This is an optimization exercise on Yosys and OpenROAD, whose aim is small area, a short achievable clock period and few clock cycles per item, not a production implementation.
In this exercise RTL edits were held to simulation tests only and were not proved equivalent to the original.

exp/fjord:
==> flow/design.v (excerpt) <==
module euclidean_integer_divider_top #(
   parameter int KS = 2       
) (
   input  wire logic              clock,
   input  wire logic              reset,
   input  wire logic              req_valid,
   output logic                   req_ready,
   input  edv_pkg::req_type       req_data,
   output logic                   rsp_valid,
   input  wire logic              rsp_ready,
   output edv_pkg::rsp_type       rsp_data
);
Size: about 2400 cells after synthesis, about 200 flip-flops, roughly 16000 um^2 of cells after synthesis.
==> flow/config.mk <==
export PLATFORM = sky130hd
export DESIGN_NAME = euclidean_integer_divider_top
export DESIGN_NICKNAME = euclidean_integer_divider_top
export VERILOG_FILES = /design/flow/design.v
export SDC_FILE = /design/flow/constraint.sdc
export NUM_CORES = 4
export LEC_CHECK = 0
export CAP_MARGIN = 20
export CORE_MARGIN = 2
export CORE_UTILIZATION = 40
export PLACE_DENSITY = 0.75
export SETUP_SLACK_MARGIN = 2.0
export SLEW_MARGIN = 20
==> flow/constraint.sdc <==
create_clock -name core_clock -period 5.0 [get_ports {clock}]
set_input_delay 1.0000 -clock core_clock [delete_from_list [all_inputs] [get_ports {clock}]]
set_output_delay 1.0000 -clock core_clock [all_outputs]
set_load 0.01 [all_outputs]
standard.sh (not shown) runs the stock make flow with config.mk's settings and CLKGATE_MAP_FILE= SYNTH_SCRIPT=/design/flow/synth_recipe.tcl, a recipe that flattens the netlist after the stock synthesis.
==> flow/flow/run.sh <==
#!/bin/bash
# The standard layout (standard.sh), run in three parts, with these
# changes to how the layout is made:
# - synthesis does not extract full/half adders into sky130 fa/ha cells
#   before ABC (ADDER_MAP_FILE empty), so the carry-save and prefix logic
#   maps as gates;
# - ABC maps with flow/abc_speed.script (structural choices, then delay-
#   oriented mapping) instead of ORFS's, from a copy of ORFS's scripts folder
#   that differs only in that file;
# - during placement only, the delay cells (clkdlybuf4s*, dlygate*, dlymetal*)
#   are also don't-use, so the port buffers that placement inserts on every
#   input and output are plain buffers rather than delay cells.
# Registers, names and all other steps are the standard flow's. Each part's
# make output goes to its own log here; ORFS's per-step logs stay under
# orfs/logs.
set -euo pipefail
rm -rf scripts
cp -r "$FLOW_HOME/scripts" scripts
cp flow/abc_speed.script scripts/abc_speed.script
common=(SCRIPTS_DIR="$PWD/scripts" ADDER_MAP_FILE=)
bash standard.sh "${common[@]}" synth floorplan > flow_synth_floorplan.log 2>&1
du=$(make -s -C "$FLOW_HOME" DESIGN_CONFIG="$PWD/config.mk" WORK_HOME="$PWD/orfs" print-DONT_USE_CELLS | sed -n 's/^DONT_USE_CELLS: //p')
dly="sky130_fd_sc_hd__clkdlybuf4s15_1 sky130_fd_sc_hd__clkdlybuf4s15_2 sky130_fd_sc_hd__clkdlybuf4s18_1 sky130_fd_sc_hd__clkdlybuf4s18_2 sky130_fd_sc_hd__clkdlybuf4s25_1 sky130_fd_sc_hd__clkdlybuf4s25_2 sky130_fd_sc_hd__clkdlybuf4s50_1 sky130_fd_sc_hd__clkdlybuf4s50_2 sky130_fd_sc_hd__dlygate4sd1_1 sky130_fd_sc_hd__dlygate4sd2_1 sky130_fd_sc_hd__dlygate4sd3_1 sky130_fd_sc_hd__dlymetal6s2s_1 sky130_fd_sc_hd__dlymetal6s4s_1 sky130_fd_sc_hd__dlymetal6s6s_1"
bash standard.sh "${common[@]}" DONT_USE_CELLS="$du $dly" place > flow_place.log 2>&1
bash standard.sh "${common[@]}" finish > flow_finish.log 2>&1
==> flow/flow/abc_speed.script <==
strash
dch -f
map
topo
buffer -c
upsize -c
dnsize -c
Testbench counts of exp/fjord, summed over its fixed seeds: cycles 37,141, items 3,600.
--- input diff exp/fjord..exp/maple ---
Settings: PLACE_DENSITY: 0.75 -> 0.5.
Notes after the runs:
exp/maple ended with every stage complete and zero timing, DRC or antenna violations. Between exp/maple and exp/fjord, the difference in fraction of cell area in non-clock buffers is negligible. [exp/maple] period utilization fell 1.4 points relative to exp/fjord. exp/fjord has higher final period demand of the worst path than exp/maple. Between exp/fjord and exp/maple, the sequential portion of the cell area figures differ only marginally. Row wire length: exp/maple higher / exp/fjord lower. Across both runs, multi-input combinational cell area was lower for exp/maple than for exp/fjord. Looking at buffer and inverter count on the worst path across exp/maple and exp/fjord, the one that comes out higher is exp/maple. Cmp exp/maple vs exp/fjord: worst setup slack higher in exp/maple. In terms of instance count after placement with tap cells included, exp/fjord and exp/maple differ only marginally.
Changes in exp/amber relative to exp/maple:
Settings: PLACE_DENSITY: 0.5 -> 0.6; SETUP_SLACK_MARGIN: 2.0 -> 2.5.
==> flow/flow/run.sh <==
#!/bin/bash
# The standard layout (standard.sh) with two synthesis changes:
# - no extraction of full/half adders into sky130 fa/ha cells before ABC
#   (ADDER_MAP_FILE empty), so the carry-save and prefix logic maps as gates;
# - ABC maps with flow/abc_speed.script (structural choices, then delay-
#   oriented mapping) instead of ORFS's. It runs from a copy of ORFS's scripts
#   folder that differs only in that file.
# Registers, names and all later steps are the standard flow's. The whole make
# output goes to flow.log here; ORFS's per-step logs stay under orfs/logs.
set -euo pipefail
rm -rf scripts
cp -r "$FLOW_HOME/scripts" scripts
cp flow/abc_speed.script scripts/abc_speed.script
bash standard.sh SCRIPTS_DIR="$PWD/scripts" ADDER_MAP_FILE= finish > flow.log 2>&1
Results
Number of cells on the worst reg-to-reg path, exp/amber and exp/maple: larger value in exp/maple
Between exp/amber and exp/maple, the portion of netlist area occupied by mux cells figures differ only marginally.
Compared with exp/maple, in exp/amber clock skew +0.0060 ns, worst setup slack after placement went up 0.18 ns.
Re number of clock sinks: no difference whatsoever between exp/maple and exp/amber.
What exp/maple reported for final area has to be multiplied by 1.19 to get the figure for exp/amber.
exp/amber vs exp/maple: final wirelength up in exp/amber
exp/amber vs exp/maple: total routed wire length on the met1 layer up slightly
When exp/amber is set beside exp/maple, its via count of the first global-routing pass turns out to be 1443 larger.
The run showing the greater total placed instance area is exp/amber.
diff inputs: exp/amber => exp/juniper
Settings: swapping 2.5 for 2.0 in SETUP_SLACK_MARGIN.
For the wire length per cell after detailed routing, exp/juniper came in about 8% lower than exp/amber did. Looking at post-route minimum period across exp/amber and exp/juniper, the one that comes out higher is exp/juniper. NOTE count of plain and timing-repair buffers in the layout exp/amber->exp/juniper decreased by more than a quarter. Compared with exp/amber, exp/juniper shows cell area after layout that has gone down by more than 10%. | peak clock frequency supported by timing | exp/juniper vs exp/amber | worse |.
Relative to exp/juniper, the following input files were edited for exp/umber:
==> flow/flow/run.sh <==
#!/bin/bash
# The standard layout (standard.sh), run in three parts, with these
# changes to how the layout is made:
# - synthesis does not extract full/half adders into sky130 fa/ha cells
#   before ABC (ADDER_MAP_FILE empty), so the carry-save and prefix logic
#   maps as gates;
# - during placement only, the delay cells (clkdlybuf4s*, dlygate*, dlymetal*)
#   are also don't-use, so the port buffers that placement inserts on every
#   input and output are plain buffers rather than delay cells.
# Registers, names and all other steps are the standard flow's. Each part's
# make output goes to its own log here; ORFS's per-step logs stay under
# orfs/logs.
set -euo pipefail
common=(ADDER_MAP_FILE=)
bash standard.sh "${common[@]}" synth floorplan > flow_synth_floorplan.log 2>&1
du=$(make -s -C "$FLOW_HOME" DESIGN_CONFIG="$PWD/config.mk" WORK_HOME="$PWD/orfs" print-DONT_USE_CELLS | sed -n 's/^DONT_USE_CELLS: //p')
dly="sky130_fd_sc_hd__clkdlybuf4s15_1 sky130_fd_sc_hd__clkdlybuf4s15_2 sky130_fd_sc_hd__clkdlybuf4s18_1 sky130_fd_sc_hd__clkdlybuf4s18_2 sky130_fd_sc_hd__clkdlybuf4s25_1 sky130_fd_sc_hd__clkdlybuf4s25_2 sky130_fd_sc_hd__clkdlybuf4s50_1 sky130_fd_sc_hd__clkdlybuf4s50_2 sky130_fd_sc_hd__dlygate4sd1_1 sky130_fd_sc_hd__dlygate4sd2_1 sky130_fd_sc_hd__dlygate4sd3_1 sky130_fd_sc_hd__dlymetal6s2s_1 sky130_fd_sc_hd__dlymetal6s4s_1 sky130_fd_sc_hd__dlymetal6s6s_1"
bash standard.sh "${common[@]}" DONT_USE_CELLS="$du $dly" place > flow_place.log 2>&1
bash standard.sh "${common[@]}" finish > flow_finish.log 2>&1
removed: flow/flow/abc_speed.script
## What came out
Diff exp/juniper -> exp/umber: count of cell instances traversed by the critical path rose by 4, time the worst path needs with I/O delays and setup rose by 0.45 ns. Relative to exp/juniper, layout overhead on the synthesized area increased by 5.6 points in exp/umber. Compared with exp/juniper, exp/umber improves detailed placer's ending HPWL. The cell type of the slowest stage on the worst timing path comes out xnor3_2 in one run and a2111o_1 in the other, namely in exp/umber and exp/juniper respectively.
Input-level comparison between exp/onyx and exp/umber:
Settings: swapping 2.0 for 1.8 in SETUP_SLACK_MARGIN.
==> flow/flow/run.sh <==
#!/bin/bash
# The standard layout (standard.sh) with two synthesis changes:
# - no extraction of full/half adders into sky130 fa/ha cells before ABC
#   (ADDER_MAP_FILE empty), so the carry-save and prefix logic maps as gates;
# - ABC maps with flow/abc_speed.script (structural choices, then delay-
#   oriented mapping) instead of ORFS's. It runs from a copy of ORFS's scripts
#   folder that differs only in that file.
# Registers, names and all later steps are the standard flow's. The whole make
# output goes to flow.log here; ORFS's per-step logs stay under orfs/logs.
set -euo pipefail
rm -rf scripts
cp -r "$FLOW_HOME/scripts" scripts
cp flow/abc_speed.script scripts/abc_speed.script
bash standard.sh SCRIPTS_DIR="$PWD/scripts" ADDER_MAP_FILE= finish > flow.log 2>&1
==> flow/flow/abc_speed.script (new file) <==
strash
dch -f
map
topo
buffer -c
upsize -c
dnsize -c
### Flow results
- Relative to exp/umber, the fraction of standard cell area in multi-input logic of exp/onyx is lower by 3.8 points.
- Clock skew: exp/onyx vs exp/umber — no meaningful difference
- On exp/onyx: number of buffers and inverters on the critical path is 1 lower than what exp/umber gave.
- Between exp/onyx and exp/umber, it is exp/onyx whose worst hold slack is lower, by 0.024 ns.
- Going from exp/umber to exp/onyx, first-pass GRT wire length grew by more than 10%.
- exp/onyx vs exp/umber on global-route usage: exp/onyx is the higher one.
- On setup slack at placement, the lower figure sits with exp/onyx, not exp/umber.

## afterwards: timing with drivers on the ports
No port has a modelled driver above. Below, the same layouts with a new extraction and two added sets of constraints.
Step 1 sets driving cells, clkbuf_16 on the clock port and buf_2 on the other inputs (assumed; they add their load-dependent delay and slew).
Step 2 moves the port delays by t, midway between the first and last clock arrival at a register: inputs arrive t later, outputs are due t later. That takes back most of the time a late clock gives input paths.
Slacks: ideal ports / drivers / drivers and shift; pairs: ideal ports / drivers.
run	t (ns)	setup WS [ns]	worst setup path after step 2
exp/fjord	0.511	2.085 / 2.085 / 1.630	input to register
exp/maple	0.518	2.154 / 2.106 / 1.686	input to register
exp/amber	0.512	2.150 / 2.063 / 1.552	input to register
exp/juniper	0.510	2.093 / 2.093 / 1.668	input to register
exp/umber	0.506	1.643 / 1.643 / 1.498	input to register
exp/onyx	0.512	1.925 / 1.925 / 1.442	input to register
After both steps setup and hold are still met in every run listed. The setup slack of exp/amber, which loses most, moves by -0.087 ns with the drivers and by -0.598 ns with both steps.
